This is an optimization exercise on Yosys and OpenROAD, whose aim is small area, not a production implementation. Function was not checked in any run shown here: the RTL went through the layout flow alone.

## flow/design.v (module list and top-level ports; edited modules follow where they fit)
// module tnr_front: 555 lines
// module tnr_step: 99 lines
// module tnr_step_small: 44 lines
// module tnr_qstep: 97 lines
// module tnr_mix: 270 lines
// module tnr_fa: 10 lines
// module tnr_ha: 9 lines
// module tnr_blend_top: 107 lines
module tnr_blend_top (
    input  logic        clk,
    input  logic        reset,
    input  logic        in_valid,
    input  logic [11:0] cur,
    input  logic [11:0] prev,
    input  logic [8:0]  blend_th0,
    input  logic [8:0]  blend_th1,
    output logic        out_valid,
    output logic [11:0] out_pixel
);
  // ...
==> flow/flow/run.sh <==
#!/bin/bash
# The standard layout (standard.sh, all steps) with two changes:
# - the buffer placed on every input and output port is the smallest buffer,
#   sky130_fd_sc_hd__buf_1, instead of the default clkdlybuf4s50_1;
# - clock tree synthesis does not add dummy load cells to the clock tree.
# All tool output goes to standard.log in this folder; ORFS keeps its own
# per-step logs under orfs/logs/.
export BUFFER_PORTS_ARGS="-buffer_cell sky130_fd_sc_hd__buf_1"
export CTS_ARGS="-sink_clustering_enable -repair_clock_nets -buf_list sky130_fd_sc_hd__clkbuf_8 -dont_use_dummy_load"
bash standard.sh > standard.log 2>&1
status=$?
tail -n 30 standard.log
exit $status
==> flow/standard.sh <==
#!/bin/bash
# synth_recipe.tcl (not shown) runs the flow's synth.tcl, then flattens the netlist and writes it again
# the make line also repeats each setting of config.mk as NAME=value (left out here)
make -C /OpenROAD-flow-scripts/flow DESIGN_CONFIG=/design/flow/config.mk WORK_HOME=/design/flow/orfs CLKGATE_MAP_FILE= SYNTH_SCRIPT=/design/flow/synth_recipe.tcl "${@:-finish}"
==> flow/config.mk <==
export PLATFORM = sky130hd
export DESIGN_NAME = tnr_blend_top
export DESIGN_NICKNAME = tnr_blend_top
export VERILOG_FILES = /design/flow/design.v
export SDC_FILE = /design/flow/constraint.sdc
export NUM_CORES = 4
export LEC_CHECK = 0
export CAP_MARGIN = 20
export CORE_MARGIN = 2
export CORE_UTILIZATION = 60
export CTS_BUF_LIST = sky130_fd_sc_hd__clkbuf_8
export GPL_TIMING_DRIVEN = 0
export SLEW_MARGIN = 20
export SYNTH_HIERARCHICAL = 1
==> flow/constraint.sdc <==
create_clock -name core_clock -period 5.0 [get_ports {clk}]
set_input_delay 1.0000 -clock core_clock [delete_from_list [all_inputs] [get_ports {clk}]]
set_output_delay 1.0000 -clock core_clock [all_outputs]
set_load 0.01 [all_outputs]
==> results.toml, run 1 <==
[run_status]
status = "finished clean"

[job]
cap_violations = 0

[floorplanning]
core-area_sq_mm = 0.0174
dieArea_sq_mm = 0.0188

[detailed_routing]
wl_per_cell_um = 14.9
antenna_left = 0

[finish]
antennaDiodeCount = 0
fin_nets = 1422
utilization = 0.690
n_fill_cell = 1395

[placed_design]
dp_hpwl_um = 17000
detailedPlace.worstSlack_ns = -0.889

[critical_path]
startpoint_type = "primary input"
crit_family = "compound AO/OA/AOI/OAI gates"
rr_endpoint = "c8_q[0]$_DFF_P_"
worst-path-stages = 20
cp_common_cell = "a21oi_2"
slowest_stage = "fa_2"

[synth]
yosys-mux-area-fraction = 0.0268
synthXorXnorAreaFrac = 0.111
syn_avg_cell_area_sq_um = 9.59
ys_seq_area_frac = 0.246

[cts]
cts_setup_buffers = 9
clkLatencyLatePin_ns = 0.42

[grt]
grt_use_met1 = 0.311

[sta]
finalCritPeriodShare = 0.963
==> module tnr_blend_top, before the edit <==
module tnr_blend_top (
    input  logic        clk,
    input  logic        reset,
    input  logic        in_valid,
    input  logic [11:0] cur,
    input  logic [11:0] prev,
    input  logic [8:0]  blend_th0,
    input  logic [8:0]  blend_th1,
    output logic        out_valid,
    output logic [11:0] out_pixel
);
    logic [11:0] f_base;
    logic [9:0]  f_tm;
    logic [8:0]  f_r;
    logic [8:0]  f_dv;
    tnr_front i_front (
        .cur       (cur),
        .prev      (prev),
        .blend_th0 (blend_th0),
        .blend_th1 (blend_th1),
        .base      (f_base),
        .tm        (f_tm),
        .r         (f_r),
        .dv        (f_dv)
    );
    logic [8:0] r1;
    logic       qb1;
    tnr_step_small i_step1 (.r(f_r), .dv(f_dv), .rn(r1), .q(qb1));
    logic        c1_v;
    logic [11:0] c1_base;
    logic [9:0]  c1_tm;
    logic [8:0]  c1_r;
    logic [8:0]  c1_dv;
    logic [0:0]  c1_q;
    always_ff @(posedge clk) begin
        if (reset) c1_v <= 1'b0;
        else       c1_v <= in_valid;
    end
    always_ff @(posedge clk) begin
        c1_base <= f_base;
        c1_tm   <= f_tm;
        c1_r    <= r1;
        c1_dv   <= f_dv;
        c1_q    <= {qb1};
    end
    logic [8:0] r2;
    logic       qb2;
    tnr_step_small i_step2 (.r(c1_r), .dv(c1_dv), .rn(r2), .q(qb2));
    logic [8:0] r3;
    logic       qb3;
    tnr_step_small i_step3 (.r(r2), .dv(c1_dv), .rn(r3), .q(qb3));
    logic [8:0] r4;
    logic       qb4;
    tnr_step_small i_step4 (.r(r3), .dv(c1_dv), .rn(r4), .q(qb4));
    logic        c4_v;
    logic [11:0] c4_base;
    logic [9:0]  c4_tm;
    logic [8:0]  c4_r;
    logic [8:0]  c4_dv;
    logic [3:0]  c4_q;
    always_ff @(posedge clk) begin
        if (reset) c4_v <= 1'b0;
        else       c4_v <= c1_v;
    end
    always_ff @(posedge clk) begin
        c4_base <= c1_base;
        c4_tm   <= c1_tm;
        c4_r    <= r4;
        c4_dv   <= c1_dv;
        c4_q    <= {c1_q[0], qb2, qb3, qb4};
    end
    logic [8:0] r5;
    logic       qb5;
    tnr_step i_step5 (.r(c4_r), .dv(c4_dv), .rn(r5), .q(qb5));
    logic [8:0] r6;
    logic       qb6;
    tnr_step i_step6 (.r(r5), .dv(c4_dv), .rn(r6), .q(qb6));
    logic [8:0] r7;
    logic       qb7;
    tnr_step i_step7 (.r(r6), .dv(c4_dv), .rn(r7), .q(qb7));
    logic [8:0] r8;
    logic       qb8;
    tnr_qstep i_step8 (.r(r7), .dv(c4_dv), .q(qb8));
    assign r8 = '0;
    logic        c8_v;
    logic [11:0] c8_base;
    logic [9:0]  c8_tm;
    logic [7:0]  c8_q;
    always_ff @(posedge clk) begin
        if (reset) c8_v <= 1'b0;
        else       c8_v <= c4_v;
    end
    always_ff @(posedge clk) begin
        c8_base <= c4_base;
        c8_tm   <= c4_tm;
        c8_q    <= {c4_q[3], c4_q[2], c4_q[1], c4_q[0], qb5, qb6, qb7, qb8};
    end
    logic [11:0] mix;
    tnr_mix i_mix (.q({c8_q[7], c8_q[6], c8_q[5], c8_q[4], c8_q[3], c8_q[2], c8_q[1], c8_q[0]}), .tm(c8_tm), .base(c8_base), .o(mix));
    always_ff @(posedge clk) begin
        if (reset) out_valid <= 1'b0;
        else       out_valid <= c8_v;
    end
    always_ff @(posedge clk) begin
        out_pixel <= mix;
    end
endmodule
==> run 2, diff against run 1 <==
--- a/flow/design.v
+++ b/flow/design.v
@@ -795,10 +795,177 @@
     wire [9:0] s0_bin = {s0_G4[8:0], 1'b0};
     assign q = ~s0_G4[9];
 endmodule
-module tnr_mix (
-    input  logic [7:0]  q,
+module tnr_zacc (
+    input  logic [3:0]  q,
     input  logic [9:0]  tm,
     input  logic [11:0] base,
+    output logic [15:0] z
+);
+    wire pp_4_0 = q[0] & tm[0];
+    wire pp_4_1 = q[0] & tm[1];
+    wire pp_4_2 = q[0] & tm[2];
+    wire pp_4_3 = q[0] & tm[3];
+    wire pp_4_4 = q[0] & tm[4];
+    wire pp_4_5 = q[0] & tm[5];
+    wire pp_4_6 = q[0] & tm[6];
+    wire pp_4_7 = q[0] & tm[7];
+    wire pp_4_8 = q[0] & tm[8];
+    wire ppn_4 = ~(q[0] & tm[9]);
+    wire pp_5_0 = q[1] & tm[0];
+    wire pp_5_1 = q[1] & tm[1];
+    wire pp_5_2 = q[1] & tm[2];
+    wire pp_5_3 = q[1] & tm[3];
+    wire pp_5_4 = q[1] & tm[4];
+    wire pp_5_5 = q[1] & tm[5];
+    wire pp_5_6 = q[1] & tm[6];
+    wire pp_5_7 = q[1] & tm[7];
+    wire pp_5_8 = q[1] & tm[8];
+    wire ppn_5 = ~(q[1] & tm[9]);
+    wire pp_6_0 = q[2] & tm[0];
+    wire pp_6_1 = q[2] & tm[1];
+    wire pp_6_2 = q[2] & tm[2];
+    wire pp_6_3 = q[2] & tm[3];
+    wire pp_6_4 = q[2] & tm[4];
+    wire pp_6_5 = q[2] & tm[5];
+    wire pp_6_6 = q[2] & tm[6];
+    wire pp_6_7 = q[2] & tm[7];
+    wire pp_6_8 = q[2] & tm[8];
+    wire ppn_6 = ~(q[2] & tm[9]);
+    wire pp_7_0 = q[3] & tm[0];
+    wire pp_7_1 = q[3] & tm[1];
+    wire pp_7_2 = q[3] & tm[2];
+    wire pp_7_3 = q[3] & tm[3];
+    wire pp_7_4 = q[3] & tm[4];
+    wire pp_7_5 = q[3] & tm[5];
+    wire pp_7_6 = q[3] & tm[6];
+    wire pp_7_7 = q[3] & tm[7];
+    wire pp_7_8 = q[3] & tm[8];
+    wire ppn_7 = ~(q[3] & tm[9]);
+    wire zb_1, zb_2;
+    tnr_ha i_zb_1 (.a(pp_4_3), .b(pp_5_2), .s(zb_1), .co(zb_2));
+    wire zb_3, zb_4;
+    tnr_fa i_zb_3 (.a(pp_4_4), .b(pp_5_3), .c(pp_6_2), .s(zb_3), .co(zb_4));
+    wire zb_5, zb_6;
+    tnr_fa i_zb_5 (.a(pp_4_5), .b(pp_5_4), .c(pp_6_3), .s(zb_5), .co(zb_6));
+    wire zb_7, zb_8;
+    tnr_ha i_zb_7 (.a(pp_7_2), .b(base[1]), .s(zb_7), .co(zb_8));
+    wire zb_9, zb_10;
+    tnr_fa i_zb_9 (.a(pp_4_6), .b(pp_5_5), .c(pp_6_4), .s(zb_9), .co(zb_10));
+    wire zb_11, zb_12;
+    tnr_ha i_zb_11 (.a(pp_7_3), .b(base[2]), .s(zb_11), .co(zb_12));
+    wire zb_13, zb_14;
+    tnr_fa i_zb_13 (.a(pp_4_7), .b(pp_5_6), .c(pp_6_5), .s(zb_13), .co(zb_14));
+    wire zb_15, zb_16;
+    tnr_ha i_zb_15 (.a(pp_7_4), .b(base[3]), .s(zb_15), .co(zb_16));
+    wire zb_17, zb_18;
+    tnr_fa i_zb_17 (.a(pp_4_8), .b(pp_5_7), .c(pp_6_6), .s(zb_17), .co(zb_18));
+    wire zb_19, zb_20;
+    tnr_ha i_zb_19 (.a(pp_7_5), .b(base[4]), .s(zb_19), .co(zb_20));
+    wire zb_21, zb_22;
+    tnr_fa i_zb_21 (.a(ppn_4), .b(pp_5_8), .c(pp_6_7), .s(zb_21), .co(zb_22));
+    wire zb_23, zb_24;
+    tnr_ha i_zb_23 (.a(pp_7_6), .b(base[5]), .s(zb_23), .co(zb_24));
+    wire zb_25, zb_26;
+    tnr_fa i_zb_25 (.a(ppn_5), .b(pp_6_8), .c(pp_7_7), .s(zb_25), .co(zb_26));
+    wire zb_27, zb_28;
+    tnr_ha i_zb_27 (.a(pp_6_1), .b(pp_7_0), .s(zb_27), .co(zb_28));
+    wire zb_29, zb_30;
+    tnr_fa i_zb_29 (.a(pp_7_1), .b(base[0]), .c(zb_2), .s(zb_29), .co(zb_30));
+    wire zb_31, zb_32;
+    tnr_fa i_zb_31 (.a(1'b1), .b(zb_4), .c(zb_5), .s(zb_31), .co(zb_32));
+    wire zb_33, zb_34;
+    tnr_fa i_zb_33 (.a(zb_6), .b(zb_8), .c(zb_9), .s(zb_33), .co(zb_34));
+    wire zb_35, zb_36;
+    tnr_fa i_zb_35 (.a(zb_10), .b(zb_12), .c(zb_13), .s(zb_35), .co(zb_36));
+    wire zb_37, zb_38;
+    tnr_fa i_zb_37 (.a(zb_14), .b(zb_16), .c(zb_17), .s(zb_37), .co(zb_38));
+    wire zb_39, zb_40;
+    tnr_fa i_zb_39 (.a(zb_18), .b(zb_20), .c(zb_21), .s(zb_39), .co(zb_40));
+    wire zb_41, zb_42;
+    tnr_fa i_zb_41 (.a(base[6]), .b(zb_22), .c(zb_24), .s(zb_41), .co(zb_42));
+    wire zb_43, zb_44;
+    tnr_fa i_zb_43 (.a(ppn_6), .b(pp_7_8), .c(base[7]), .s(zb_43), .co(zb_44));
+    wire zb_45, zb_46;
+    tnr_ha i_zb_45 (.a(pp_4_2), .b(pp_5_1), .s(zb_45), .co(zb_46));
+    wire zb_47, zb_48;
+    tnr_fa i_zb_47 (.a(1'b1), .b(zb_1), .c(zb_27), .s(zb_47), .co(zb_48));
+    wire zb_49, zb_50;
+    tnr_fa i_zb_49 (.a(zb_3), .b(zb_28), .c(zb_29), .s(zb_49), .co(zb_50));
+    wire zb_51, zb_52;
+    tnr_fa i_zb_51 (.a(zb_7), .b(zb_30), .c(zb_31), .s(zb_51), .co(zb_52));
+    wire zb_53, zb_54;
+    tnr_fa i_zb_53 (.a(zb_11), .b(zb_32), .c(zb_33), .s(zb_53), .co(zb_54));
+    wire zb_55, zb_56;
+    tnr_fa i_zb_55 (.a(zb_15), .b(zb_34), .c(zb_35), .s(zb_55), .co(zb_56));
+    wire zb_57, zb_58;
+    tnr_fa i_zb_57 (.a(zb_19), .b(zb_36), .c(zb_37), .s(zb_57), .co(zb_58));
+    wire zb_59, zb_60;
+    tnr_fa i_zb_59 (.a(zb_23), .b(zb_38), .c(zb_39), .s(zb_59), .co(zb_60));
+    wire zb_61, zb_62;
+    tnr_fa i_zb_61 (.a(zb_25), .b(zb_40), .c(zb_41), .s(zb_61), .co(zb_62));
+    wire zb_63, zb_64;
+    tnr_fa i_zb_63 (.a(zb_26), .b(zb_42), .c(zb_43), .s(zb_63), .co(zb_64));
+    wire zb_65, zb_66;
+    tnr_fa i_zb_65 (.a(ppn_7), .b(base[8]), .c(zb_44), .s(zb_65), .co(zb_66));
+    wire zb_67, zb_68;
+    tnr_ha i_zb_67 (.a(base[9]), .b(1'b1), .s(zb_67), .co(zb_68));
+    wire zb_69, zb_70;
+    tnr_ha i_zb_69 (.a(base[10]), .b(1'b1), .s(zb_69), .co(zb_70));
+    wire zb_71, zb_72;
+    tnr_ha i_zb_71 (.a(base[11]), .b(1'b1), .s(zb_71), .co(zb_72));
+    wire [15:0] cp_a = {zb_70, zb_68, zb_66, zb_64, zb_62, zb_60, zb_58, zb_56, zb_54, zb_52, zb_50, zb_48, zb_46, pp_6_0, pp_4_1, pp_4_0};
+    wire [15:0] cp_b = {zb_71, zb_69, zb_67, zb_65, zb_63, zb_61, zb_59, zb_57, zb_55, zb_53, zb_51, zb_49, zb_47, zb_45, pp_5_0, 1'b0};
+    wire [15:0] cp_g = cp_a & cp_b;
+    wire [15:0] cp_x = cp_a ^ cp_b;
+    wire [15:0] cp_g0 = {cp_g[15:1], cp_g[0] | (cp_x[0] & 1'b0)};
+    wire cp_r1 = cp_g0[1] | (cp_x[1] & cp_g0[0]);
+    wire cp_r2 = cp_g0[2] | (cp_x[2] & cp_r1);
+    wire cp_r3 = cp_g0[3] | (cp_x[3] & cp_r2);
+    wire cp_r4 = cp_g0[4] | (cp_x[4] & cp_r3);
+    wire cp_r5 = cp_g0[5] | (cp_x[5] & cp_r4);
+    wire cp_r6 = cp_g0[6] | (cp_x[6] & cp_r5);
+    wire cp_r7 = cp_g0[7] | (cp_x[7] & cp_r6);
+    wire cp_h0_1g = cp_g0[9] | (cp_x[9] & cp_g0[8]);
+    wire cp_h0_1p = cp_x[9] & cp_x[8];
+    wire cp_h0_3g = cp_g0[11] | (cp_x[11] & cp_g0[10]);
+    wire cp_h0_3p = cp_x[11] & cp_x[10];
+    wire cp_h0_5g = cp_g0[13] | (cp_x[13] & cp_g0[12]);
+    wire cp_h0_5p = cp_x[13] & cp_x[12];
+    wire cp_h0_7g = cp_g0[15] | (cp_x[15] & cp_g0[14]);
+    wire cp_h0_7p = cp_x[15] & cp_x[14];
+    wire cp_h1_2g = cp_g0[10] | (cp_x[10] & cp_h0_1g);
+    wire cp_h1_2p = cp_x[10] & cp_h0_1p;
+    wire cp_h1_3g = cp_h0_3g | (cp_h0_3p & cp_h0_1g);
+    wire cp_h1_3p = cp_h0_3p & cp_h0_1p;
+    wire cp_h1_6g = cp_g0[14] | (cp_x[14] & cp_h0_5g);
+    wire cp_h1_6p = cp_x[14] & cp_h0_5p;
+    wire cp_h1_7g = cp_h0_7g | (cp_h0_7p & cp_h0_5g);
+    wire cp_h1_7p = cp_h0_7p & cp_h0_5p;
+    wire cp_h2_4g = cp_g0[12] | (cp_x[12] & cp_h1_3g);
+    wire cp_h2_4p = cp_x[12] & cp_h1_3p;
+    wire cp_h2_5g = cp_h0_5g | (cp_h0_5p & cp_h1_3g);
+    wire cp_h2_5p = cp_h0_5p & cp_h1_3p;
+    wire cp_h2_6g = cp_h1_6g | (cp_h1_6p & cp_h1_3g);
+    wire cp_h2_6p = cp_h1_6p & cp_h1_3p;
+    wire cp_h2_7g = cp_h1_7g | (cp_h1_7p & cp_h1_3g);
+    wire cp_h2_7p = cp_h1_7p & cp_h1_3p;
+    wire cp_c8 = cp_g0[8] | (cp_x[8] & cp_r7);
+    wire cp_c9 = cp_h0_1g | (cp_h0_1p & cp_r7);
+    wire cp_c10 = cp_h1_2g | (cp_h1_2p & cp_r7);
+    wire cp_c11 = cp_h1_3g | (cp_h1_3p & cp_r7);
+    wire cp_c12 = cp_h2_4g | (cp_h2_4p & cp_r7);
+    wire cp_c13 = cp_h2_5g | (cp_h2_5p & cp_r7);
+    wire cp_c14 = cp_h2_6g | (cp_h2_6p & cp_r7);
+    wire cp_c15 = cp_h2_7g | (cp_h2_7p & cp_r7);
+    wire [15:0] cp_GF = {cp_c15, cp_c14, cp_c13, cp_c12, cp_c11, cp_c10, cp_c9, cp_c8, cp_r7, cp_r6, cp_r5, cp_r4, cp_r3, cp_r2, cp_r1, cp_g0[0]};
+    wire [15:0] cp_cin = {cp_GF[14:0], 1'b0};
+    wire [15:0] cp_s = cp_x ^ cp_cin;
+    assign z = {cp_s[15], cp_s[14], cp_s[13], cp_s[12], cp_s[11], cp_s[10], cp_s[9], cp_s[8], cp_s[7], cp_s[6], cp_s[5], cp_s[4], cp_s[3], cp_s[2], cp_s[1], cp_s[0]};
+endmodule
+module tnr_mixlo (
+    input  logic [3:0]  q,
+    input  logic [9:0]  tm,
+    input  logic [15:0] z,
     output logic [11:0] o
 );
     wire pp_0_0 = q[0] & tm[0];
@@ -841,184 +1008,62 @@
     wire pp_3_7 = q[3] & tm[7];
     wire pp_3_8 = q[3] & tm[8];
     wire ppn_3 = ~(q[3] & tm[9]);
-    wire pp_4_0 = q[4] & tm[0];
-    wire pp_4_1 = q[4] & tm[1];
-    wire pp_4_2 = q[4] & tm[2];
-    wire pp_4_3 = q[4] & tm[3];
-    wire pp_4_4 = q[4] & tm[4];
-    wire pp_4_5 = q[4] & tm[5];
-    wire pp_4_6 = q[4] & tm[6];
-    wire pp_4_7 = q[4] & tm[7];
-    wire pp_4_8 = q[4] & tm[8];
-    wire ppn_4 = ~(q[4] & tm[9]);
-    wire pp_5_0 = q[5] & tm[0];
-    wire pp_5_1 = q[5] & tm[1];
-    wire pp_5_2 = q[5] & tm[2];
-    wire pp_5_3 = q[5] & tm[3];
-    wire pp_5_4 = q[5] & tm[4];
-    wire pp_5_5 = q[5] & tm[5];
-    wire pp_5_6 = q[5] & tm[6];
-    wire pp_5_7 = q[5] & tm[7];
-    wire pp_5_8 = q[5] & tm[8];
-    wire ppn_5 = ~(q[5] & tm[9]);
-    wire pp_6_0 = q[6] & tm[0];
-    wire pp_6_1 = q[6] & tm[1];
-    wire pp_6_2 = q[6] & tm[2];
-    wire pp_6_3 = q[6] & tm[3];
-    wire pp_6_4 = q[6] & tm[4];
-    wire pp_6_5 = q[6] & tm[5];
-    wire pp_6_6 = q[6] & tm[6];
-    wire pp_6_7 = q[6] & tm[7];
-    wire pp_6_8 = q[6] & tm[8];
-    wire ppn_6 = ~(q[6] & tm[9]);
-    wire pp_7_0 = q[7] & tm[0];
-    wire pp_7_1 = q[7] & tm[1];
-    wire pp_7_2 = q[7] & tm[2];
-    wire pp_7_3 = q[7] & tm[3];
-    wire pp_7_4 = q[7] & tm[4];
-    wire pp_7_5 = q[7] & tm[5];
-    wire pp_7_6 = q[7] & tm[6];
-    wire pp_7_7 = q[7] & tm[7];
-    wire pp_7_8 = q[7] & tm[8];
-    wire ppn_7 = ~(q[7] & tm[9]);
     wire fb_1, fb_2;
-    tnr_ha i_fb_1 (.a(ppn_0), .b(pp_1_8), .s(fb_1), .co(fb_2));
+    tnr_ha i_fb_1 (.a(pp_0_4), .b(pp_1_3), .s(fb_1), .co(fb_2));
     wire fb_3, fb_4;
-    tnr_ha i_fb_3 (.a(pp_0_6), .b(pp_1_5), .s(fb_3), .co(fb_4));
+    tnr_fa i_fb_3 (.a(pp_0_5), .b(pp_1_4), .c(pp_2_3), .s(fb_3), .co(fb_4));
     wire fb_5, fb_6;
-    tnr_fa i_fb_5 (.a(pp_0_7), .b(pp_1_6), .c(pp_2_5), .s(fb_5), .co(fb_6));
+    tnr_fa i_fb_5 (.a(pp_0_6), .b(pp_1_5), .c(pp_2_4), .s(fb_5), .co(fb_6));
     wire fb_7, fb_8;
-    tnr_fa i_fb_7 (.a(pp_3_4), .b(pp_4_3), .c(pp_5_2), .s(fb_7), .co(fb_8));
+    tnr_fa i_fb_7 (.a(pp_0_7), .b(pp_1_6), .c(pp_2_5), .s(fb_7), .co(fb_8));
     wire fb_9, fb_10;
     tnr_fa i_fb_9 (.a(pp_0_8), .b(pp_1_7), .c(pp_2_6), .s(fb_9), .co(fb_10));
     wire fb_11, fb_12;
-    tnr_fa i_fb_11 (.a(pp_3_5), .b(pp_4_4), .c(pp_5_3), .s(fb_11), .co(fb_12));
+    tnr_fa i_fb_11 (.a(ppn_0), .b(pp_1_8), .c(pp_2_7), .s(fb_11), .co(fb_12));
     wire fb_13, fb_14;
-    tnr_ha i_fb_13 (.a(pp_6_2), .b(pp_7_1), .s(fb_13), .co(fb_14));
+    tnr_ha i_fb_13 (.a(ppn_1), .b(pp_2_8), .s(fb_13), .co(fb_14));
     wire fb_15, fb_16;
-    tnr_fa i_fb_15 (.a(pp_2_7), .b(pp_3_6), .c(pp_4_5), .s(fb_15), .co(fb_16));
+    tnr_ha i_fb_15 (.a(pp_0_3), .b(pp_1_2), .s(fb_15), .co(fb_16));
     wire fb_17, fb_18;
-    tnr_fa i_fb_17 (.a(pp_5_4), .b(pp_6_3), .c(pp_7_2), .s(fb_17), .co(fb_18));
+    tnr_fa i_fb_17 (.a(pp_2_2), .b(pp_3_1), .c(z[0]), .s(fb_17), .co(fb_18));
     wire fb_19, fb_20;
-    tnr_fa i_fb_19 (.a(base[1]), .b(1'b1), .c(fb_1), .s(fb_19), .co(fb_20));
+    tnr_fa i_fb_19 (.a(pp_3_2), .b(z[1]), .c(fb_2), .s(fb_19), .co(fb_20));
     wire fb_21, fb_22;
-    tnr_fa i_fb_21 (.a(ppn_1), .b(pp_2_8), .c(pp_3_7), .s(fb_21), .co(fb_22));
+    tnr_fa i_fb_21 (.a(pp_3_3), .b(z[2]), .c(fb_4), .s(fb_21), .co(fb_22));
     wire fb_23, fb_24;
-    tnr_fa i_fb_23 (.a(pp_4_6), .b(pp_5_5), .c(pp_6_4), .s(fb_23), .co(fb_24));
+    tnr_fa i_fb_23 (.a(pp_3_4), .b(z[3]), .c(fb_6), .s(fb_23), .co(fb_24));
     wire fb_25, fb_26;
-    tnr_fa i_fb_25 (.a(pp_7_3), .b(base[2]), .c(fb_2), .s(fb_25), .co(fb_26));
+    tnr_fa i_fb_25 (.a(pp_3_5), .b(z[4]), .c(fb_8), .s(fb_25), .co(fb_26));
     wire fb_27, fb_28;
-    tnr_fa i_fb_27 (.a(ppn_2), .b(pp_3_8), .c(pp_4_7), .s(fb_27), .co(fb_28));
+    tnr_fa i_fb_27 (.a(pp_3_6), .b(z[5]), .c(fb_10), .s(fb_27), .co(fb_28));
     wire fb_29, fb_30;
-    tnr_fa i_fb_29 (.a(pp_5_6), .b(pp_6_5), .c(pp_7_4), .s(fb_29), .co(fb_30));
+    tnr_fa i_fb_29 (.a(pp_3_7), .b(z[6]), .c(fb_12), .s(fb_29), .co(fb_30));
     wire fb_31, fb_32;
-    tnr_fa i_fb_31 (.a(ppn_3), .b(pp_4_8), .c(pp_5_7), .s(fb_31), .co(fb_32));
+    tnr_fa i_fb_31 (.a(ppn_2), .b(pp_3_8), .c(z[7]), .s(fb_31), .co(fb_32));
     wire fb_33, fb_34;
-    tnr_ha i_fb_33 (.a(pp_0_4), .b(pp_1_3), .s(fb_33), .co(fb_34));
+    tnr_ha i_fb_33 (.a(pp_0_2), .b(pp_1_1), .s(fb_33), .co(fb_34));
     wire fb_35, fb_36;
-    tnr_fa i_fb_35 (.a(pp_0_5), .b(pp_1_4), .c(pp_2_3), .s(fb_35), .co(fb_36));
+    tnr_fa i_fb_35 (.a(pp_2_1), .b(pp_3_0), .c(fb_15), .s(fb_35), .co(fb_36));
     wire fb_37, fb_38;
-    tnr_ha i_fb_37 (.a(pp_3_2), .b(pp_4_1), .s(fb_37), .co(fb_38));
+    tnr_fa i_fb_37 (.a(fb_1), .b(fb_16), .c(fb_17), .s(fb_37), .co(fb_38));
     wire fb_39, fb_40;
-    tnr_fa i_fb_39 (.a(pp_2_4), .b(pp_3_3), .c(pp_4_2), .s(fb_39), .co(fb_40));
+    tnr_fa i_fb_39 (.a(fb_3), .b(fb_18), .c(fb_19), .s(fb_39), .co(fb_40));
     wire fb_41, fb_42;
-    tnr_fa i_fb_41 (.a(pp_5_1), .b(pp_6_0), .c(fb_3), .s(fb_41), .co(fb_42));
+    tnr_fa i_fb_41 (.a(fb_5), .b(fb_20), .c(fb_21), .s(fb_41), .co(fb_42));
     wire fb_43, fb_44;
-    tnr_fa i_fb_43 (.a(pp_6_1), .b(pp_7_0), .c(1'b1), .s(fb_43), .co(fb_44));
+    tnr_fa i_fb_43 (.a(fb_7), .b(fb_22), .c(fb_23), .s(fb_43), .co(fb_44));
     wire fb_45, fb_46;
-    tnr_fa i_fb_45 (.a(fb_4), .b(fb_5), .c(fb_7), .s(fb_45), .co(fb_46));
+    tnr_fa i_fb_45 (.a(fb_9), .b(fb_24), .c(fb_25), .s(fb_45), .co(fb_46));
     wire fb_47, fb_48;
-    tnr_fa i_fb_47 (.a(base[0]), .b(fb_6), .c(fb_8), .s(fb_47), .co(fb_48));
+    tnr_fa i_fb_47 (.a(fb_11), .b(fb_26), .c(fb_27), .s(fb_47), .co(fb_48));
     wire fb_49, fb_50;
-    tnr_fa i_fb_49 (.a(fb_9), .b(fb_11), .c(fb_13), .s(fb_49), .co(fb_50));
+    tnr_fa i_fb_49 (.a(fb_13), .b(fb_28), .c(fb_29), .s(fb_49), .co(fb_50));
     wire fb_51, fb_52;
-    tnr_fa i_fb_51 (.a(fb_10), .b(fb_12), .c(fb_14), .s(fb_51), .co(fb_52));
+    tnr_fa i_fb_51 (.a(fb_14), .b(fb_30), .c(fb_31), .s(fb_51), .co(fb_52));
     wire fb_53, fb_54;
-    tnr_fa i_fb_53 (.a(fb_15), .b(fb_17), .c(fb_19), .s(fb_53), .co(fb_54));
-    wire fb_55, fb_56;
-    tnr_fa i_fb_55 (.a(fb_16), .b(fb_18), .c(fb_20), .s(fb_55), .co(fb_56));
-    wire fb_57, fb_58;
-    tnr_fa i_fb_57 (.a(fb_21), .b(fb_23), .c(fb_25), .s(fb_57), .co(fb_58));
-    wire fb_59, fb_60;
-    tnr_fa i_fb_59 (.a(base[3]), .b(fb_22), .c(fb_24), .s(fb_59), .co(fb_60));
-    wire fb_61, fb_62;
-    tnr_fa i_fb_61 (.a(fb_26), .b(fb_27), .c(fb_29), .s(fb_61), .co(fb_62));
-    wire fb_63, fb_64;
-    tnr_fa i_fb_63 (.a(pp_6_6), .b(pp_7_5), .c(base[4]), .s(fb_63), .co(fb_64));
-    wire fb_65, fb_66;
-    tnr_fa i_fb_65 (.a(fb_28), .b(fb_30), .c(fb_31), .s(fb_65), .co(fb_66));
-    wire fb_67, fb_68;
-    tnr_fa i_fb_67 (.a(ppn_4), .b(pp_5_8), .c(pp_6_7), .s(fb_67), .co(fb_68));
-    wire fb_69, fb_70;
-    tnr_fa i_fb_69 (.a(pp_7_6), .b(base[5]), .c(fb_32), .s(fb_69), .co(fb_70));
-    wire fb_71, fb_72;
-    tnr_fa i_fb_71 (.a(ppn_5), .b(pp_6_8), .c(pp_7_7), .s(fb_71), .co(fb_72));
-    wire fb_73, fb_74;
-    tnr_ha i_fb_73 (.a(pp_0_3), .b(pp_1_2), .s(fb_73), .co(fb_74));
-    wire fb_75, fb_76;
-    tnr_fa i_fb_75 (.a(pp_2_2), .b(pp_3_1), .c(pp_4_0), .s(fb_75), .co(fb_76));
-    wire fb_77, fb_78;
-    tnr_fa i_fb_77 (.a(pp_5_0), .b(fb_34), .c(fb_35), .s(fb_77), .co(fb_78));
-    wire fb_79, fb_80;
-    tnr_fa i_fb_79 (.a(fb_36), .b(fb_38), .c(fb_39), .s(fb_79), .co(fb_80));
-    wire fb_81, fb_82;
-    tnr_fa i_fb_81 (.a(fb_40), .b(fb_42), .c(fb_43), .s(fb_81), .co(fb_82));
-    wire fb_83, fb_84;
-    tnr_fa i_fb_83 (.a(fb_44), .b(fb_46), .c(fb_47), .s(fb_83), .co(fb_84));
-    wire fb_85, fb_86;
-    tnr_fa i_fb_85 (.a(fb_48), .b(fb_50), .c(fb_51), .s(fb_85), .co(fb_86));
-    wire fb_87, fb_88;
-    tnr_fa i_fb_87 (.a(fb_52), .b(fb_54), .c(fb_55), .s(fb_87), .co(fb_88));
-    wire fb_89, fb_90;
-    tnr_fa i_fb_89 (.a(fb_56), .b(fb_58), .c(fb_59), .s(fb_89), .co(fb_90));
-    wire fb_91, fb_92;
-    tnr_fa i_fb_91 (.a(fb_60), .b(fb_62), .c(fb_63), .s(fb_91), .co(fb_92));
-    wire fb_93, fb_94;
-    tnr_fa i_fb_93 (.a(fb_64), .b(fb_66), .c(fb_67), .s(fb_93), .co(fb_94));
-    wire fb_95, fb_96;
-    tnr_fa i_fb_95 (.a(base[6]), .b(fb_68), .c(fb_70), .s(fb_95), .co(fb_96));
-    wire fb_97, fb_98;
-    tnr_fa i_fb_97 (.a(ppn_6), .b(pp_7_8), .c(base[7]), .s(fb_97), .co(fb_98));
-    wire fb_99, fb_100;
-    tnr_ha i_fb_99 (.a(pp_0_2), .b(pp_1_1), .s(fb_99), .co(fb_100));
-    wire fb_101, fb_102;
-    tnr_fa i_fb_101 (.a(pp_2_1), .b(pp_3_0), .c(fb_73), .s(fb_101), .co(fb_102));
-    wire fb_103, fb_104;
-    tnr_fa i_fb_103 (.a(fb_33), .b(fb_74), .c(fb_75), .s(fb_103), .co(fb_104));
-    wire fb_105, fb_106;
-    tnr_fa i_fb_105 (.a(fb_37), .b(fb_76), .c(fb_77), .s(fb_105), .co(fb_106));
-    wire fb_107, fb_108;
-    tnr_fa i_fb_107 (.a(fb_41), .b(fb_78), .c(fb_79), .s(fb_107), .co(fb_108));
-    wire fb_109, fb_110;
-    tnr_fa i_fb_109 (.a(fb_45), .b(fb_80), .c(fb_81), .s(fb_109), .co(fb_110));
-    wire fb_111, fb_112;
-    tnr_fa i_fb_111 (.a(fb_49), .b(fb_82), .c(fb_83), .s(fb_111), .co(fb_112));
-    wire fb_113, fb_114;
-    tnr_fa i_fb_113 (.a(fb_53), .b(fb_84), .c(fb_85), .s(fb_113), .co(fb_114));
-    wire fb_115, fb_116;
-    tnr_fa i_fb_115 (.a(fb_57), .b(fb_86), .c(fb_87), .s(fb_115), .co(fb_116));
-    wire fb_117, fb_118;
-    tnr_fa i_fb_117 (.a(fb_61), .b(fb_88), .c(fb_89), .s(fb_117), .co(fb_118));
-    wire fb_119, fb_120;
-    tnr_fa i_fb_119 (.a(fb_65), .b(fb_90), .c(fb_91), .s(fb_119), .co(fb_120));
-    wire fb_121, fb_122;
-    tnr_fa i_fb_121 (.a(fb_69), .b(fb_92), .c(fb_93), .s(fb_121), .co(fb_122));
-    wire fb_123, fb_124;
-    tnr_fa i_fb_123 (.a(fb_71), .b(fb_94), .c(fb_95), .s(fb_123), .co(fb_124));
-    wire fb_125, fb_126;
-    tnr_fa i_fb_125 (.a(fb_72), .b(fb_96), .c(fb_97), .s(fb_125), .co(fb_126));
-    wire fb_127, fb_128;
-    tnr_fa i_fb_127 (.a(ppn_7), .b(base[8]), .c(fb_98), .s(fb_127), .co(fb_128));
-    wire fb_129, fb_130;
-    tnr_ha i_fb_129 (.a(base[9]), .b(1'b1), .s(fb_129), .co(fb_130));
-    wire fb_131, fb_132;
-    tnr_ha i_fb_131 (.a(base[10]), .b(1'b1), .s(fb_131), .co(fb_132));
-    wire fb_133, fb_134;
-    tnr_ha i_fb_133 (.a(base[11]), .b(1'b1), .s(fb_133), .co(fb_134));
-    wire [19:0] fb_ra = {fb_132, fb_130, fb_128, fb_126, fb_124, fb_122, fb_120, fb_118, fb_116, fb_114, fb_112, fb_110, fb_108, fb_106, fb_104, fb_102, fb_100, pp_2_0, pp_0_1, pp_0_0};
-    wire [19:0] fb_rb = {fb_133, fb_131, fb_129, fb_127, fb_125, fb_123, fb_121, fb_119, fb_117, fb_115, fb_113, fb_111, fb_109, fb_107, fb_105, fb_103, fb_101, fb_99, pp_1_0, 1'b0};
-    wire [19:0] cp_a = {fb_ra[19], fb_ra[18], fb_ra[17], fb_ra[16], fb_ra[15], fb_ra[14], fb_ra[13], fb_ra[12], fb_ra[11], fb_ra[10], fb_ra[9], fb_ra[8], fb_ra[7], fb_ra[6], fb_ra[5], fb_ra[4], fb_ra[3], fb_ra[2], fb_ra[1], fb_ra[0]};
-    wire [19:0] cp_b = {fb_rb[19], fb_rb[18], fb_rb[17], fb_rb[16], fb_rb[15], fb_rb[14], fb_rb[13], fb_rb[12], fb_rb[11], fb_rb[10], fb_rb[9], fb_rb[8], fb_rb[7], fb_rb[6], fb_rb[5], fb_rb[4], fb_rb[3], fb_rb[2], fb_rb[1], fb_rb[0]};
+    tnr_fa i_fb_53 (.a(ppn_3), .b(z[8]), .c(fb_32), .s(fb_53), .co(fb_54));
+    wire [19:0] cp_a = {z[15], z[14], z[13], z[12], z[11], z[10], z[9], fb_52, fb_50, fb_48, fb_46, fb_44, fb_42, fb_40, fb_38, fb_36, fb_34, pp_2_0, pp_0_1, pp_0_0};
+    wire [19:0] cp_b = {1'b0, 1'b0, 1'b0, 1'b0, 1'b0, 1'b0, fb_54, fb_53, fb_51, fb_49, fb_47, fb_45, fb_43, fb_41, fb_39, fb_37, fb_35, fb_33, pp_1_0, 1'b0};
     wire [19:0] cp_g = cp_a & cp_b;
     wire [19:0] cp_x = cp_a ^ cp_b;
     wire [19:0] cp_g0 = {cp_g[19:1], cp_g[0] | (cp_x[0] & 1'b0)};
@@ -1043,24 +1088,52 @@
     wire cp_n10g = cp_g0[19] | (cp_x[19] & cp_g0[18]);
     wire cp_n10p = cp_x[19] & cp_x[18];
     wire cp_n11g = cp_n2g | (cp_n2p & cp_n1g);
-    wire cp_n12g = cp_n3g | (cp_n3p & cp_n11g);
-    wire cp_n13g = cp_n4g | (cp_n4p & cp_n12g);
-    wire cp_n14g = cp_n5g | (cp_n5p & cp_n13g);
-    wire cp_n15g = cp_n6g | (cp_n6p & cp_n14g);
-    wire cp_n16g = cp_n7g | (cp_n7p & cp_n15g);
-    wire cp_n17g = cp_n8g | (cp_n8p & cp_n16g);
-    wire cp_n18g = cp_n9g | (cp_n9p & cp_n17g);
-    wire cp_n19g = cp_n10g | (cp_n10p & cp_n18g);
-    wire cp_n20g = cp_g0[2] | (cp_x[2] & cp_n1g);
-    wire cp_n21g = cp_g0[4] | (cp_x[4] & cp_n11g);
-    wire cp_n22g = cp_g0[6] | (cp_x[6] & cp_n12g);
-    wire cp_n23g = cp_g0[8] | (cp_x[8] & cp_n13g);
-    wire cp_n24g = cp_g0[10] | (cp_x[10] & cp_n14g);
-    wire cp_n25g = cp_g0[12] | (cp_x[12] & cp_n15g);
-    wire cp_n26g = cp_g0[14] | (cp_x[14] & cp_n16g);
-    wire cp_n27g = cp_g0[16] | (cp_x[16] & cp_n17g);
-    wire cp_n28g = cp_g0[18] | (cp_x[18] & cp_n18g);
-    wire [19:0] cp_GF = {cp_n19g, cp_n28g, cp_n18g, cp_n27g, cp_n17g, cp_n26g, cp_n16g, cp_n25g, cp_n15g, cp_n24g, cp_n14g, cp_n23g, cp_n13g, cp_n22g, cp_n12g, cp_n21g, cp_n11g, cp_n20g, cp_n1g, cp_g0[0]};
+    wire cp_n11p = cp_n2p & cp_n1p;
+    wire cp_n12g = cp_n4g | (cp_n4p & cp_n3g);
+    wire cp_n12p = cp_n4p & cp_n3p;
+    wire cp_n13g = cp_n6g | (cp_n6p & cp_n5g);
+    wire cp_n13p = cp_n6p & cp_n5p;
+    wire cp_n14g = cp_n8g | (cp_n8p & cp_n7g);
+    wire cp_n14p = cp_n8p & cp_n7p;
+    wire cp_n15g = cp_n10g | (cp_n10p & cp_n9g);
+    wire cp_n15p = cp_n10p & cp_n9p;
+    wire cp_n16g = cp_n12g | (cp_n12p & cp_n11g);
+    wire cp_n16p = cp_n12p & cp_n11p;
+    wire cp_n17g = cp_n14g | (cp_n14p & cp_n13g);
+    wire cp_n17p = cp_n14p & cp_n13p;
+    wire cp_n18g = cp_n17g | (cp_n17p & cp_n16g);
+    wire cp_n18p = cp_n17p & cp_n16p;
+    wire cp_n19g = cp_n13g | (cp_n13p & cp_n16g);
+    wire cp_n19p = cp_n13p & cp_n16p;
+    wire cp_n20g = cp_n15g | (cp_n15p & cp_n18g);
+    wire cp_n20p = cp_n15p & cp_n18p;
+    wire cp_n21g = cp_n3g | (cp_n3p & cp_n11g);
+    wire cp_n21p = cp_n3p & cp_n11p;
+    wire cp_n22g = cp_n5g | (cp_n5p & cp_n16g);
+    wire cp_n22p = cp_n5p & cp_n16p;
+    wire cp_n23g = cp_n7g | (cp_n7p & cp_n19g);
+    wire cp_n23p = cp_n7p & cp_n19p;
+    wire cp_n24g = cp_n9g | (cp_n9p & cp_n18g);
+    wire cp_n24p = cp_n9p & cp_n18p;
+    wire cp_n25g = cp_g0[2] | (cp_x[2] & cp_n1g);
+    wire cp_n25p = cp_x[2] & cp_n1p;
+    wire cp_n26g = cp_g0[4] | (cp_x[4] & cp_n11g);
+    wire cp_n26p = cp_x[4] & cp_n11p;
+    wire cp_n27g = cp_g0[6] | (cp_x[6] & cp_n21g);
+    wire cp_n27p = cp_x[6] & cp_n21p;
+    wire cp_n28g = cp_g0[8] | (cp_x[8] & cp_n16g);
+    wire cp_n28p = cp_x[8] & cp_n16p;
+    wire cp_n29g = cp_g0[10] | (cp_x[10] & cp_n22g);
+    wire cp_n29p = cp_x[10] & cp_n22p;
+    wire cp_n30g = cp_g0[12] | (cp_x[12] & cp_n19g);
+    wire cp_n30p = cp_x[12] & cp_n19p;
+    wire cp_n31g = cp_g0[14] | (cp_x[14] & cp_n23g);
+    wire cp_n31p = cp_x[14] & cp_n23p;
+    wire cp_n32g = cp_g0[16] | (cp_x[16] & cp_n18g);
+    wire cp_n32p = cp_x[16] & cp_n18p;
+    wire cp_n33g = cp_g0[18] | (cp_x[18] & cp_n24g);
+    wire cp_n33p = cp_x[18] & cp_n24p;
+    wire [19:0] cp_GF = {cp_n20g, cp_n33g, cp_n24g, cp_n32g, cp_n18g, cp_n31g, cp_n23g, cp_n30g, cp_n19g, cp_n29g, cp_n22g, cp_n28g, cp_n16g, cp_n27g, cp_n21g, cp_n26g, cp_n11g, cp_n25g, cp_n1g, cp_g0[0]};
     wire [19:0] cp_cin = {cp_GF[18:0], 1'b0};
     wire [19:0] cp_s = cp_x ^ cp_cin;
     assign o = {cp_s[19], cp_s[18], cp_s[17], cp_s[16], cp_s[15], cp_s[14], cp_s[13], cp_s[12], cp_s[11], cp_s[10], cp_s[9], cp_s[8]};
@@ -1168,27 +1241,24 @@
     logic       qb8;
     tnr_qstep i_step8 (.r(r7), .dv(c4_dv), .q(qb8));
     assign r8 = '0;
+    logic [15:0] zz;
+    tnr_zacc i_zacc (.q(c4_q), .tm(c4_tm), .base(c4_base), .z(zz));
     logic        c8_v;
-    logic [11:0] c8_base;
+    logic [15:0] c8_z;
     logic [9:0]  c8_tm;
-    logic [7:0]  c8_q;
+    logic [3:0]  c8_q;
     always_ff @(posedge clk) begin
         if (reset) c8_v <= 1'b0;
         else       c8_v <= c4_v;
     end
     always_ff @(posedge clk) begin
-        c8_base <= c4_base;
+        c8_z    <= zz;
         c8_tm   <= c4_tm;
-        c8_q    <= {c4_q[3], c4_q[2], c4_q[1], c4_q[0], qb5, qb6, qb7, qb8};
+        c8_q    <= {qb5, qb6, qb7, qb8};
     end
     logic [11:0] mix;
-    tnr_mix i_mix (.q({c8_q[7], c8_q[6], c8_q[5], c8_q[4], c8_q[3], c8_q[2], c8_q[1], c8_q[0]}), .tm(c8_tm), .base(c8_base), .o(mix));
-    always_ff @(posedge clk) begin
-        if (reset) out_valid <= 1'b0;
-        else       out_valid <= c8_v;
-    end
-    always_ff @(posedge clk) begin
-        out_pixel <= mix;
-    end
+    tnr_mixlo i_mix (.q({c8_q[3], c8_q[2], c8_q[1], c8_q[0]}), .tm(c8_tm), .z(c8_z), .o(mix));
+    assign out_valid = c8_v;
+    assign out_pixel = mix;
 endmodule
 `default_nettype wire
==> results.toml, run 2 <==
[sta]
finalClockSkew_ns = 0.0338
min_period_ns = 4.91
max_freq_ghz = 0.204
slew_headroom = 0.418
setup_viol = 0
worst_slew_pin_slew_ns = 0.866
whs_ns = 0.314
hold_viol = 0
rsz0062_at_grt = "yes"
finalCritPeriodShare = 0.982
slew_violations = 0

[detailed_routing]
drcViolationCount = 0
via_per_inst = 5.59
firstDrtPassIters = 4
drtIter0Drc = 272
antenna_left = 0
drt-total-wl_um = 21300
wl_per_cell_um = 14.7
via_count = 8125

[run_status]
status = "finished clean"

[placed_design]
place_congestion = 0.860
placed_area_sq_mm = 0.0111
dp_hpwl_um = 16900
dpl.cell_count = 1406
portBuffers = 57

[synth]
syn-instance-count = 1120
ys_seq_area_frac = 0.223
netlist_area_sq_mm = 0.0106
ys.warnings.count = 7
async_reset_ff_frac = 0
netlist.area_leader.share = 0.223
ys_types = 82
yosys-top-cells-count = "dfxtp_1, nor2_1, ha_1, fa_1, xor2_1"
syn_avg_cell_area_sq_um = 9.46
synth_area_leaders = "dfxtp_1, fa_1, ha_1, xor2_1, xnor2_1"
synth-seq-cells = 118
synth_edf_count = 0
synthFlopType = "dfxtp_1"
synth_top_area_cell = "dfxtp_1"
yosysMostFrequentCell = "dfxtp_1"

[finish]
final_common_cell = "dfxtp_1"
final_cell_area_sq_mm = 0.0122
mostFrequentLayoutCells = "dfxtp_1, nor2_1, ha_1"
stdcell_count = 1454
fin_nets = 1450
utilization = 0.707
area_growth_pct = 15.3
reg_top3 = "c8_z: 16 flops, c1_base: 12 flops, c4_base: 12 flops"
largest_reg_flops = 16
layout-drive-gt1-share = 0.218
regMostFlops = "c8_z"
n_fill_cell = 1393

[cts]
clock-sinks = 118
clkSlewWorstSetupHoldPaths_ns = 0.06
clk_path_buf_depth = 2
cts_made_buffers = 17
cts_max_level = 4
tritoncts = "done"
clkLatencyLatePin_ns = 0.43
root_buffer = "clkbuf_8"

[grt]
antenna_found_initial = 2
grt_use_met1 = 0.292
grt_overflow = 0
grt_max_degree = 24
grt_use_total = 0.226
grt_pass1_vias = 7570
grt_busiest_layer = "met2"
met3_usage = 0.0393
grt_pass1_wl_um = 34100
grt_use_met2 = 0.396

[critical_path]
crit_arrival_ns = 3.91
rrSetupSlack_ns = 0.12
crit_fanout = 8
cp_data_required_time_ns = 4.00
end_kind = "primary output"
crit_type = "reg2out"
startpoint_type = "register"

[floorplanning]
core-area_sq_mm = 0.0173
ios = 58
start_util = 0.613
dieArea_sq_mm = 0.0187
fp.dieW_um = 137
rows = 48
dieHeight_um = 137

[hold_path]
min_path_type = "reg2reg"

[job]
cap_violations = 0
run 2: cell count changes in the layout (fill, tap and decap cells not counted), sizes merged, moves of 3 or more:
cell / change
dfxtp: -13
clkbuf: -5
and4: +3
ha: +12
a211oi: +3
buf: +17
xor2: +3
fa: -5
and3: +3
nor2: -4
run 2: Yosys stat by module, one instance, submodules excluded:
| module | times used | flops+latches | cell area [sq um] | cells inside |
|---|---|---|---|---|
| tnr_qstep | 1 | 0 | 113 | 16 |
| tnr_step | 3 | 0 | 440 | 66 |
| tnr_front | 1 | 0 | 2620 | 307 |
| tnr_zacc | 1 | 0 | 689 | 84 |
| tnr_fa | 48 | 0 | 20.0 | 1 |
| tnr_blend_top | 1 | 118 | 2380 | 121 |
| tnr_step_small | 4 | 0 | 405 | 61 |
| tnr_ha | 15 | 0 | 12.5 | 1 |
| tnr_mixlo | 1 | 0 | 706 | 87 |
run 2: critical path: stages (launching register included):
cell and delay (ns):
dfxtp_4 0.37, and2_4 0.14, fa_2 0.39, fa_2 0.47
fa_2 0.60, ha_4 0.20, and4_1 0.16, a211o_4 0.39
a31oi_4 0.19, fa_1 0.42, inv_1 0.05, buf_2 0.12
run 2: metal layers:
metal | wire [um] | up-vias
met3 | 541 | 16
met2 | 10800 | 104
li1 | - | 4087
met5 | 13 | -
met4 | 147 | 2
met1 | 9870 | 3916
run 2: logic make-up (layout without fill, tap and decap cells):
kind of cell / Yosys count / in the layout / synth area share
xor gates and xnor gates: 140 / 140 / 0.116
muxes: 26 / 26 / 0.0269
DFF: 118 / 118 / 0.223
buffers and inverters: 82 / 186 / 0.0328
adders and majority gates: 190 / 190 / 0.282
and+or+nand+nor: 328 / 328 / 0.159
AOI/OAI and AO/OA: 235 / 235 / 0.160
other: 1 / 6 / 0.000354
run 2: area by class of cell:
type | instances | area, sq um | share of cell area
Multi-Input combinational cell | 924 | 8460 | 0.692
Sequential cell | 118 | 2390 | 0.196
Timing Repair Buffer | 89 | 507 | 0.0415
Tap cell | 225 | 282 | 0.0230
Inverter | 72 | 270 | 0.0221
Clock buffer | 17 | 234 | 0.0191
Buffer | 8 | 70.1 | 0.00573
Antenna cell | 1 | 2.50 | 0.000205
run 2: what timing repair did:
item | in CTS | in global routing
pin swaps | 4 | 52
resized for setup | 39 | 120
hold buffers | 0 | 0
setup buffers | 4 | 27
cloned | 0 | 1
endpoints found under the setup margin | 32 | 53
run 2: final timing paths:
check / start / to / cells past startpoint
max: c8_q[2]$_DFF_P_ / out_pixel[2] / 11
min: c1_tm[5]$_DFF_P_ / c4_tm[5]$_DFF_P_ / 0
max reg2reg: c4_dv[0]$_DFF_P_ / c8_q[0]$_DFF_P_ / 21
min reg2reg: c1_tm[5]$_DFF_P_ / c4_tm[5]$_DFF_P_ / 0
run 2: metrics by stage:
stage                     setup TNS [ns]  setup WS (ns)
after global routing              -0.638        -0.0761
after global placement            -15.10         -0.717
after floorplan                        0         0.0224
after CTS                        -0.0136        -0.0136
final                                  0         0.0893
after detailed placement          -17.17         -0.800

-- re-timing with driven ports --
No port has a modelled driver above. Below, the same layouts with a new extraction and two added sets of constraints. Step 1: set_driving_cell puts a clkbuf_16 on clk and a buf_2 on each other input, an assumption about the parent block. Step 2, shift: input delay + t, output delay - t, t = (earliest + latest rising clock arrival at the registers) / 2. This alone moves slack from input paths to output paths. Three values: ideal, step 1, step 2; two values: the first two.
| run | shift t [ns] | setup WS [ns] | worst setup path at the end | slew at the worst register clock pin (ns) | worst slew at a driven data input, ns |
|---|---|---|---|---|---|
| run 1 | 0.450 | 0.187 / 0.201 / -0.249 | input to register | 0.08 / 0.08 | 0.06 |
| run 2 | 0.450 | 0.089 / 0.053 / -0.276 | input to register | 0.08 / 0.08 | 0.07 |
With both steps, setup timing fails in run 1 and run 2, where it was met with ideal ports. For run 1, which loses most, drivers alone change the setup slack by +0.014 ns; drivers and shift together by -0.436 ns.
